This design comes from an exercise in tuning for small area, a short achievable clock period and few clock cycles per item on the open sky130 flow, not from production work. In this exercise RTL edits were held to simulation tests only and were not proved equivalent to the original. Power figures rest on the tool's default switching activity, not on a simulated workload.

== alpha ==
// serial_frame_to_omni_motor_drive
module serial_frame_to_omni_motor_drive
(
  input  logic                   clk,
  input  logic                   rst_n,
  input  logic                   in_valid,
  output logic                   in_ready,
  input  logic [7:0]             in_data,
  output logic                   out_valid,
  input  logic                   out_ready,
  output logic [1:0]             out_motor_index,
  output logic                   out_forward_pin,
  output logic                   out_reverse_pin,
  output logic [15:0]            out_duty,
  output logic                   out_status_led,
  output logic                   out_last,
  input  logic                   cfg_we,
  input  logic [1:0]             cfg_index,
  input  logic [15:0]            cfg_data
);
==> flow/config.mk <==
export PLATFORM = sky130hd
export DESIGN_NAME = serial_frame_to_omni_motor_drive
export DESIGN_NICKNAME = serial_frame_to_omni_motor_drive
export VERILOG_FILES = /design/flow/design.v
export SDC_FILE = /design/flow/constraint.sdc
export NUM_CORES = 4
export LEC_CHECK = 0
export CAP_MARGIN = 20
export CORE_MARGIN = 2
export CORE_UTILIZATION = 40
export SLEW_MARGIN = 20
==> flow/constraint.sdc <==
create_clock -name core_clock -period 7.0 [get_ports {clk}]
set_input_delay 1.4000 -clock core_clock [delete_from_list [all_inputs] [get_ports {clk}]]
set_output_delay 1.4000 -clock core_clock [all_outputs]
set_load 0.01 [all_outputs]
run.sh (not shown) runs the stock make flow with config.mk's settings and CLKGATE_MAP_FILE= SYNTH_SCRIPT=/design/flow/synth_recipe.tcl, a recipe that flattens the netlist after the stock synthesis.
alpha has completed all stages; timing, DRC and antenna checks passed.
Testbench counts of alpha, summed over its fixed seeds: cycles 3,168, frames 384.
Inputs modified between alpha and beta:
- ABC_CLOCK_PERIOD_IN_PS now 3500, previously not set
- SETUP_SLACK_MARGIN now 3, previously not set
[summary]
- Re post-route cell area: alpha and beta aren't equal, and the lower value belongs to alpha.
- Multi-input combinational gate total across alpha and beta: no real change.
- | worst hold slack | beta vs alpha | ≈ equal |
- Largest stage delay on the critical path for beta: 40 ps down relative to alpha
- alpha has lower detailed placer's ending HPWL than beta.
- Portion of total power attributed to combinational logic, alpha and beta, higher one = beta.
- Delta (beta minus alpha): post-detailed-route wirelength per cell moved up; cell count moved up; post-layout total power moved up.
- Fraction of standard cell area in multi-input logic: beta < alpha

* * *

Another version of the RTL of serial_frame_to_omni_motor_drive (not shown whole).
Size in the first run: roughly 55 I/O pins, roughly 0.019 mm^2 of cells after synthesis.
make LEC_CHECK=0 CAP_MARGIN=20 CORE_MARGIN=2 CORE_UTILIZATION=40 CTS_BUF_LIST='sky130_fd_sc_hd__clkbuf_4 sky130_fd_sc_hd__clkbuf_8' CTS_CLUSTER_SIZE=24 SETUP_SLACK_MARGIN=4.0 SLEW_MARGIN=20 finish   # period 7.0 ns
The starting point produced a clean layout.
Testbench counts at the start, summed over its fixed seeds: cycles 3,184, frames 384.
Next try:
CTS_CLUSTER_SIZE = unset   (was 24)
=> The changed run went through all stages and came out clean. Sequential share of layout area is unchanged. Area after synthesis stays the same. Design area stays the same. Core utilization does not change. Final cell count is unchanged. Non-clock buffer count stays the same.
Next try:
SETUP_SLACK_MARGIN = 3.0   (was 4.0)
- worst setup slack is worse by 0.69 ns
- total power came out lower by 2.4%
- design area fell by 1.8%
- synthesized area stays the same
- synthesized cell count stays the same
- die area stays the same
- combinational power goes down by about 2%
- count of clock-buffer cells in the layout is unchanged
- routed wire length came out lower by 1.9%
Next try:
SETUP_SLACK_MARGIN = 3.5   (was 3.0)
The changed run ran to the end with no violations.
Global-route usage does not change.
Cell area is about the same.
Clock skew drops by 0.0042 ns.
Total power barely changes.
Core utilization hardly moves.
Clock power hardly moves.

* * *

Another version of the RTL of serial_frame_to_omni_motor_drive (not shown whole).
For scale: roughly 1700 cells after synthesis, ~55 I/O pins, roughly 18000 um2 of cells after synthesis.
Settings: LEC_CHECK=0, CAP_MARGIN=20, CORE_MARGIN=2, CORE_UTILIZATION=60, CTS_BUF_LIST=sky130_fd_sc_hd__clkbuf_4 sky130_fd_sc_hd__clkbuf_8, SETUP_SLACK_MARGIN=4.2, SLEW_MARGIN=20; clock period 7.0 ns.
The starting point completed without violations.
Testbench counts at the start, summed over its fixed seeds: cycles 3,184, frames 384.
Edit:
Settings changed: SETUP_SLACK_MARGIN 4.2 to 3.5.
Worst setup slack gets worse by 29 ps.
Register-to-register slack gets worse by 30 ps.
Clock power hardly moves.
Routed wire length shrinks by roughly a tenth.
Worst hold slack is about the same.
Clock skew hardly moves.
Design area shrinks by a little under a tenth.
Sequential power stays flat.
Non-clock buffer count shrinks by 99.
Die area does not change.
Critical path depth grows by 1.
Edit:
Settings changed: CORE_UTILIZATION 60 to 40, CTS_BUF_LIST sky130_fd_sc_hd__clkbuf_4 sky130_fd_sc_hd__clkbuf_8 to unset.
Result: The new run ran to the end with no violations; non-clock buffer count is higher by 2; maximum frequency is lower by about 1%; synthesized cell count is unchanged; combinational power is lower by about 3%; power is higher by about 5%.
Edit:
Settings changed: CTS_BUF_LIST set to sky130_fd_sc_hd__clkbuf_4 sky130_fd_sc_hd__clkbuf_8.
Via count increases slightly.
Count of clock-buffer cells in the layout grows by 27.
Core utilization barely changes.
Register-to-register slack improves by 60 ps.
Global-route usage rises by 0.27 points.
First-iteration DRC count shrinks by a few percent.
Power shrinks by a few percent.
Sequential power barely changes.
Fmax came out higher slightly.

* * *

serial_frame_to_omni_motor_drive with an RTL version that a note above also has.
Size in the first run: ~290 flip-flops, about 55 I/O pins, ~19000 um^2 of cells after synthesis.
clock: 7.0 ns
lec_check: 0
cap_margin: 20
core_margin: 2
core_utilization: 40
cts_buf_list: sky130_fd_sc_hd__clkbuf_8 sky130_fd_sc_hd__clkbuf_16
cts_cluster_diameter: 60
cts_cluster_size: 24
setup_slack_margin: 4.0
slew_margin: 20
Testbench counts at the start, summed over its fixed seeds: cycles 3,184, frames 384.
Change:
CTS_BUF_LIST = sky130_fd_sc_hd__clkbuf_4 sky130_fd_sc_hd__clkbuf_8   (was sky130_fd_sc_hd__clkbuf_8 sky130_fd_sc_hd__clkbuf_16)
CTS_CLUSTER_DIAMETER = not set   (was 60)
CTS_CLUSTER_SIZE = not set   (was 24)
SETUP_SLACK_MARGIN = 4.5   (was 4.0)
Total power goes down by 1.3%.
First-iteration DRC count decreases by 12%.
Routed wire length climbs by 8.4%.
Global-route usage came out higher by 1.2 points.
Design area increases by 9.5%.
Count of clock-buffer cells in the layout came out higher by 46.
Cell count grows by 6.6%.
Worst setup slack gets better by 200 ps.
Change:
==> flow/flow/run.sh (new file) <==
#!/bin/bash
set -euo pipefail
bash standard.sh synth > synth.log 2>&1
bash standard.sh "BUFFER_PORTS_ARGS=-buffer_cell sky130_fd_sc_hd__buf_2" finish > layout.log 2>&1
==> flow/standard.sh (new file) <==
#!/bin/bash
# synth_recipe.tcl (not shown) runs the flow's synth.tcl, then flattens the netlist and writes it again
# the make line also repeats each setting of config.mk as NAME=value (left out here)
make -C /OpenROAD-flow-scripts/flow DESIGN_CONFIG=/design/flow/config.mk WORK_HOME=/design/flow/orfs CLKGATE_MAP_FILE= SYNTH_SCRIPT=/design/flow/synth_recipe.tcl "${@:-finish}"
SETUP_SLACK_MARGIN = 3.5   (was 4.5)
removed: flow/run.sh
What happened: Worst setup slack loses 540 ps. Clock-buffer cell count does not change. Synthesized area does not change. Cell area goes down by about 11%. Power is higher by 0.79%. Worst hold slack loses 11 ps. Routed wire length drops by 8.8%. Cell count is lower by about 5%.
Change:
SETUP_SLACK_MARGIN = 4.0   (was 3.5)
The new run ran to the end with no violations.
Worst setup slack is better by 340 ps.
Cell area came out higher by a few percent.
Sequential share of layout area drops by 0.68 points.
Utilization climbs by 0.91 points.
Wire length increases slightly.

* * *

Another version of the RTL of serial_frame_to_omni_motor_drive (not shown whole).
Size in the first run: ~1800 cells after synthesis, ~290 flip-flops, ~55 I/O pins, ~0.018 mm^2 of cells after synthesis.
clock: 7.0 ns
lec_check: 0
cap_margin: 20
core_margin: 2
core_utilization: 40
cts_buf_list: sky130_fd_sc_hd__clkbuf_4 sky130_fd_sc_hd__clkbuf_8
setup_slack_margin: 4.0
slew_margin: 20
standard.sh (not shown) runs the stock make flow with config.mk's settings and CLKGATE_MAP_FILE= SYNTH_SCRIPT=/design/flow/synth_recipe.tcl, a recipe that flattens the netlist after the stock synthesis.
==> flow/flow/run.sh <==
#!/bin/bash
set -euo pipefail
bash standard.sh synth > synth.log 2>&1
bash standard.sh \
  "BUFFER_PORTS_ARGS=-buffer_cell sky130_fd_sc_hd__buf_2" \
  "CTS_ARGS=-sink_clustering_enable -repair_clock_nets -dont_use_dummy_load -buf_list {sky130_fd_sc_hd__clkbuf_4}" \
  finish > layout.log 2>&1
Testbench counts at the start, summed over its fixed seeds: cycles 3,184, frames 384.
Next try:
==> flow/flow/run.sh (replaced) <==
#!/bin/bash
set -euo pipefail
bash standard.sh synth > synth.log 2>&1
bash standard.sh \
  "BUFFER_PORTS_ARGS=-buffer_cell sky130_fd_sc_hd__buf_2" \
  "CTS_ARGS=-sink_clustering_enable -repair_clock_nets -dont_use_dummy_load -buf_list {sky130_fd_sc_hd__clkbuf_4 sky130_fd_sc_hd__clkbuf_8} -sink_clustering_size 14 -sink_clustering_max_diameter 50" \
  finish > layout.log 2>&1
--- a/flow/config.mk
+++ b/flow/config.mk
@@ -9,5 +9,4 @@
 export CORE_MARGIN = 2
 export CORE_UTILIZATION = 40
-export CTS_BUF_LIST = sky130_fd_sc_hd__clkbuf_4 sky130_fd_sc_hd__clkbuf_8
-export SETUP_SLACK_MARGIN = 4.0
+export SETUP_SLACK_MARGIN = 3.9
 export SLEW_MARGIN = 20
Result: Combinational power went up by about 1%. Fmax falls by 1.6%. Final area decreases by 1.1%. Global-route usage goes down by 0.29 points. Total power goes down by 2.5%. Die area is unchanged. Setup slack degrades by 0.046 ns. Via count went down by 2.5%.
Next try:
==> flow/flow/run.sh (replaced) <==
#!/bin/bash
set -euo pipefail
bash standard.sh synth > synth.log 2>&1
bash standard.sh \
  "BUFFER_PORTS_ARGS=-buffer_cell sky130_fd_sc_hd__buf_2" \
  "CTS_ARGS=-sink_clustering_enable -repair_clock_nets -dont_use_dummy_load -buf_list {sky130_fd_sc_hd__clkbuf_4}" \
  finish > layout.log 2>&1
--- a/flow/config.mk
+++ b/flow/config.mk
@@ -9,4 +9,5 @@
 export CORE_MARGIN = 2
 export CORE_UTILIZATION = 40
-export SETUP_SLACK_MARGIN = 3.9
+export PLACE_DENSITY = 0.75
+export SETUP_SLACK_MARGIN = 4.0
 export SLEW_MARGIN = 20
The changed run ran to the end with no violations.
Utilization goes up by 0.54 points.
Worst setup slack loses 0.019 ns.
Total power goes up by 2.1%.
Next try:
==> flow/run.sh (new file) <==
#!/bin/bash
# synth_recipe.tcl (not shown) runs the flow's synth.tcl, then flattens the netlist and writes it again
# the make line also repeats each setting of config.mk as NAME=value (left out here)
make -C /OpenROAD-flow-scripts/flow DESIGN_CONFIG=/design/flow/config.mk WORK_HOME=/design/flow/orfs CLKGATE_MAP_FILE= SYNTH_SCRIPT=/design/flow/synth_recipe.tcl finish
--- a/flow/config.mk
+++ b/flow/config.mk
@@ -9,5 +9,5 @@
 export CORE_MARGIN = 2
 export CORE_UTILIZATION = 40
-export PLACE_DENSITY = 0.75
+export CTS_BUF_LIST = sky130_fd_sc_hd__clkbuf_4 sky130_fd_sc_hd__clkbuf_8
 export SETUP_SLACK_MARGIN = 4.0
 export SLEW_MARGIN = 20
removed: flow/flow/run.sh
removed: flow/standard.sh
=> Synthesized area is unchanged. Setup slack is about the same. Sequential share of layout area goes down by 1.7 points.
Next try:
==> flow/flow/run.sh (new file) <==
#!/bin/bash
set -euo pipefail
bash standard.sh synth > synth.log 2>&1
bash standard.sh \
  "BUFFER_PORTS_ARGS=-buffer_cell sky130_fd_sc_hd__buf_2" \
  "CTS_ARGS=-sink_clustering_enable -repair_clock_nets -dont_use_dummy_load -buf_list {sky130_fd_sc_hd__clkbuf_4 sky130_fd_sc_hd__clkbuf_8} -sink_clustering_size 14 -sink_clustering_max_diameter 50" \
  finish > layout.log 2>&1
==> flow/standard.sh (new file) <==
#!/bin/bash
# synth_recipe.tcl (not shown) runs the flow's synth.tcl, then flattens the netlist and writes it again
# the make line also repeats each setting of config.mk as NAME=value (left out here)
make -C /OpenROAD-flow-scripts/flow DESIGN_CONFIG=/design/flow/config.mk WORK_HOME=/design/flow/orfs CLKGATE_MAP_FILE= SYNTH_SCRIPT=/design/flow/synth_recipe.tcl "${@:-finish}"
--- a/flow/config.mk
+++ b/flow/config.mk
@@ -9,5 +9,4 @@
 export CORE_MARGIN = 2
 export CORE_UTILIZATION = 40
-export CTS_BUF_LIST = sky130_fd_sc_hd__clkbuf_4 sky130_fd_sc_hd__clkbuf_8
-export SETUP_SLACK_MARGIN = 4.0
+export SETUP_SLACK_MARGIN = 4.1
 export SLEW_MARGIN = 20
removed: flow/run.sh
After rerunning: Worst hold slack is worse by 0.015 ns; combinational power fell by about 4%; global-route usage fell by 0.51 points; final area fell by 3.9%; routed wire length fell by 2.2%; non-clock buffer count rose by 5; area after synthesis does not change.
Next try:
==> flow/flow/run.sh (replaced) <==
#!/bin/bash
set -euo pipefail
bash standard.sh synth > synth.log 2>&1
bash standard.sh "BUFFER_PORTS_ARGS=-buffer_cell sky130_fd_sc_hd__buf_2" finish > layout.log 2>&1
--- a/flow/config.mk
+++ b/flow/config.mk
@@ -9,4 +9,5 @@
 export CORE_MARGIN = 2
 export CORE_UTILIZATION = 40
-export SETUP_SLACK_MARGIN = 4.1
+export CTS_BUF_LIST = sky130_fd_sc_hd__clkbuf_4 sky130_fd_sc_hd__clkbuf_8
+export SETUP_SLACK_MARGIN = 4.0
 export SLEW_MARGIN = 20
Maximum frequency came out lower by 0.36%. Non-clock buffer count came out lower by 3. First-iteration DRC count rose by 0.97%. Routed wire length rose by 0.50%. Synthesized cell count stays the same. Die area does not change.

-- port drivers added, routing unchanged --
Ports are ideal in the flow. The routed layouts listed here were re-timed in OpenROAD.
Step 1 assumes that a clkbuf_16 drives the clock port and a buf_2 every other input.
Step 2 times the ports against the registers' clock, not the clock port: input delays grow and output delays shrink by t, the midpoint of the rising clock arrivals with the driver on.
a / b / c = ideal ports / drivers / drivers and shift; a / b = the first two.
run	shift t [ns]	setup WS [ns]	hold slack, ns	latest minus earliest clock arrival (ns)
alpha	0.508	0.880 / 0.880 / 0.880	0.421 / 0.421 / 0.421	0.016 / 0.017
beta	0.510	1.548 / 1.548 / 1.548	0.422 / 0.422 / 0.422	0.018 / 0.019
the first run of note 2	0.665	4.047 / 4.047 / 3.553	0.422 / 0.422 / 0.422	0.028 / 0.029
the second run of note 2	0.665	4.047 / 4.047 / 3.553	0.422 / 0.422 / 0.422	0.028 / 0.029
the third run of note 2	0.661	3.357 / 3.357 / 3.283	0.431 / 0.431 / 0.431	0.036 / 0.035
the fourth run of note 2	0.661	3.711 / 3.711 / 3.296	0.431 / 0.431 / 0.431	0.034 / 0.035
the first run of note 3	0.617	3.580 / 3.580 / 3.580	0.419 / 0.419 / 0.419	0.037 / 0.037
the second run of note 3	0.613	3.551 / 3.551 / 3.047	0.420 / 0.420 / 0.420	0.036 / 0.037
the third run of note 3	0.615	3.516 / 3.516 / 3.041	0.420 / 0.420 / 0.420	0.029 / 0.029
the fourth run of note 3	0.660	3.573 / 3.573 / 3.044	0.419 / 0.419 / 0.419	0.044 / 0.044
the first run of note 4	0.623	4.025 / 4.008 / 3.798	0.409 / 0.409 / 0.409	0.031 / 0.031
the second run of note 4	0.665	4.228 / 4.228 / 3.948	0.417 / 0.417 / 0.417	0.038 / 0.038
the third run of note 4	0.664	3.692 / 3.692 / 3.692	0.405 / 0.405 / 0.405	0.038 / 0.038
the fourth run of note 4	0.667	4.037 / 4.037 / 3.763	0.419 / 0.419 / 0.419	0.030 / 0.029
the first run of note 5	0.800	4.102 / 4.102 / 3.794	0.422 / 0.422 / 0.422	0.091 / 0.091
the second run of note 5	0.623	4.057 / 4.057 / 3.726	0.424 / 0.424 / 0.424	0.070 / 0.071
the third run of note 5	0.780	4.038 / 4.038 / 3.697	0.410 / 0.410 / 0.410	0.114 / 0.115
the fourth run of note 5	0.668	4.040 / 4.040 / 3.531	0.422 / 0.422 / 0.422	0.034 / 0.034
the fifth run of note 5	0.620	4.153 / 4.153 / 3.749	0.407 / 0.407 / 0.407	0.067 / 0.068
the sixth run of note 5	0.669	4.142 / 4.142 / 3.749	0.425 / 0.425 / 0.425	0.033 / 0.034
After both steps every run listed still meets setup and hold. The setup slack of the fourth run of note 3, which loses most, moves by 0.000 ns with the drivers and by -0.529 ns with both steps.
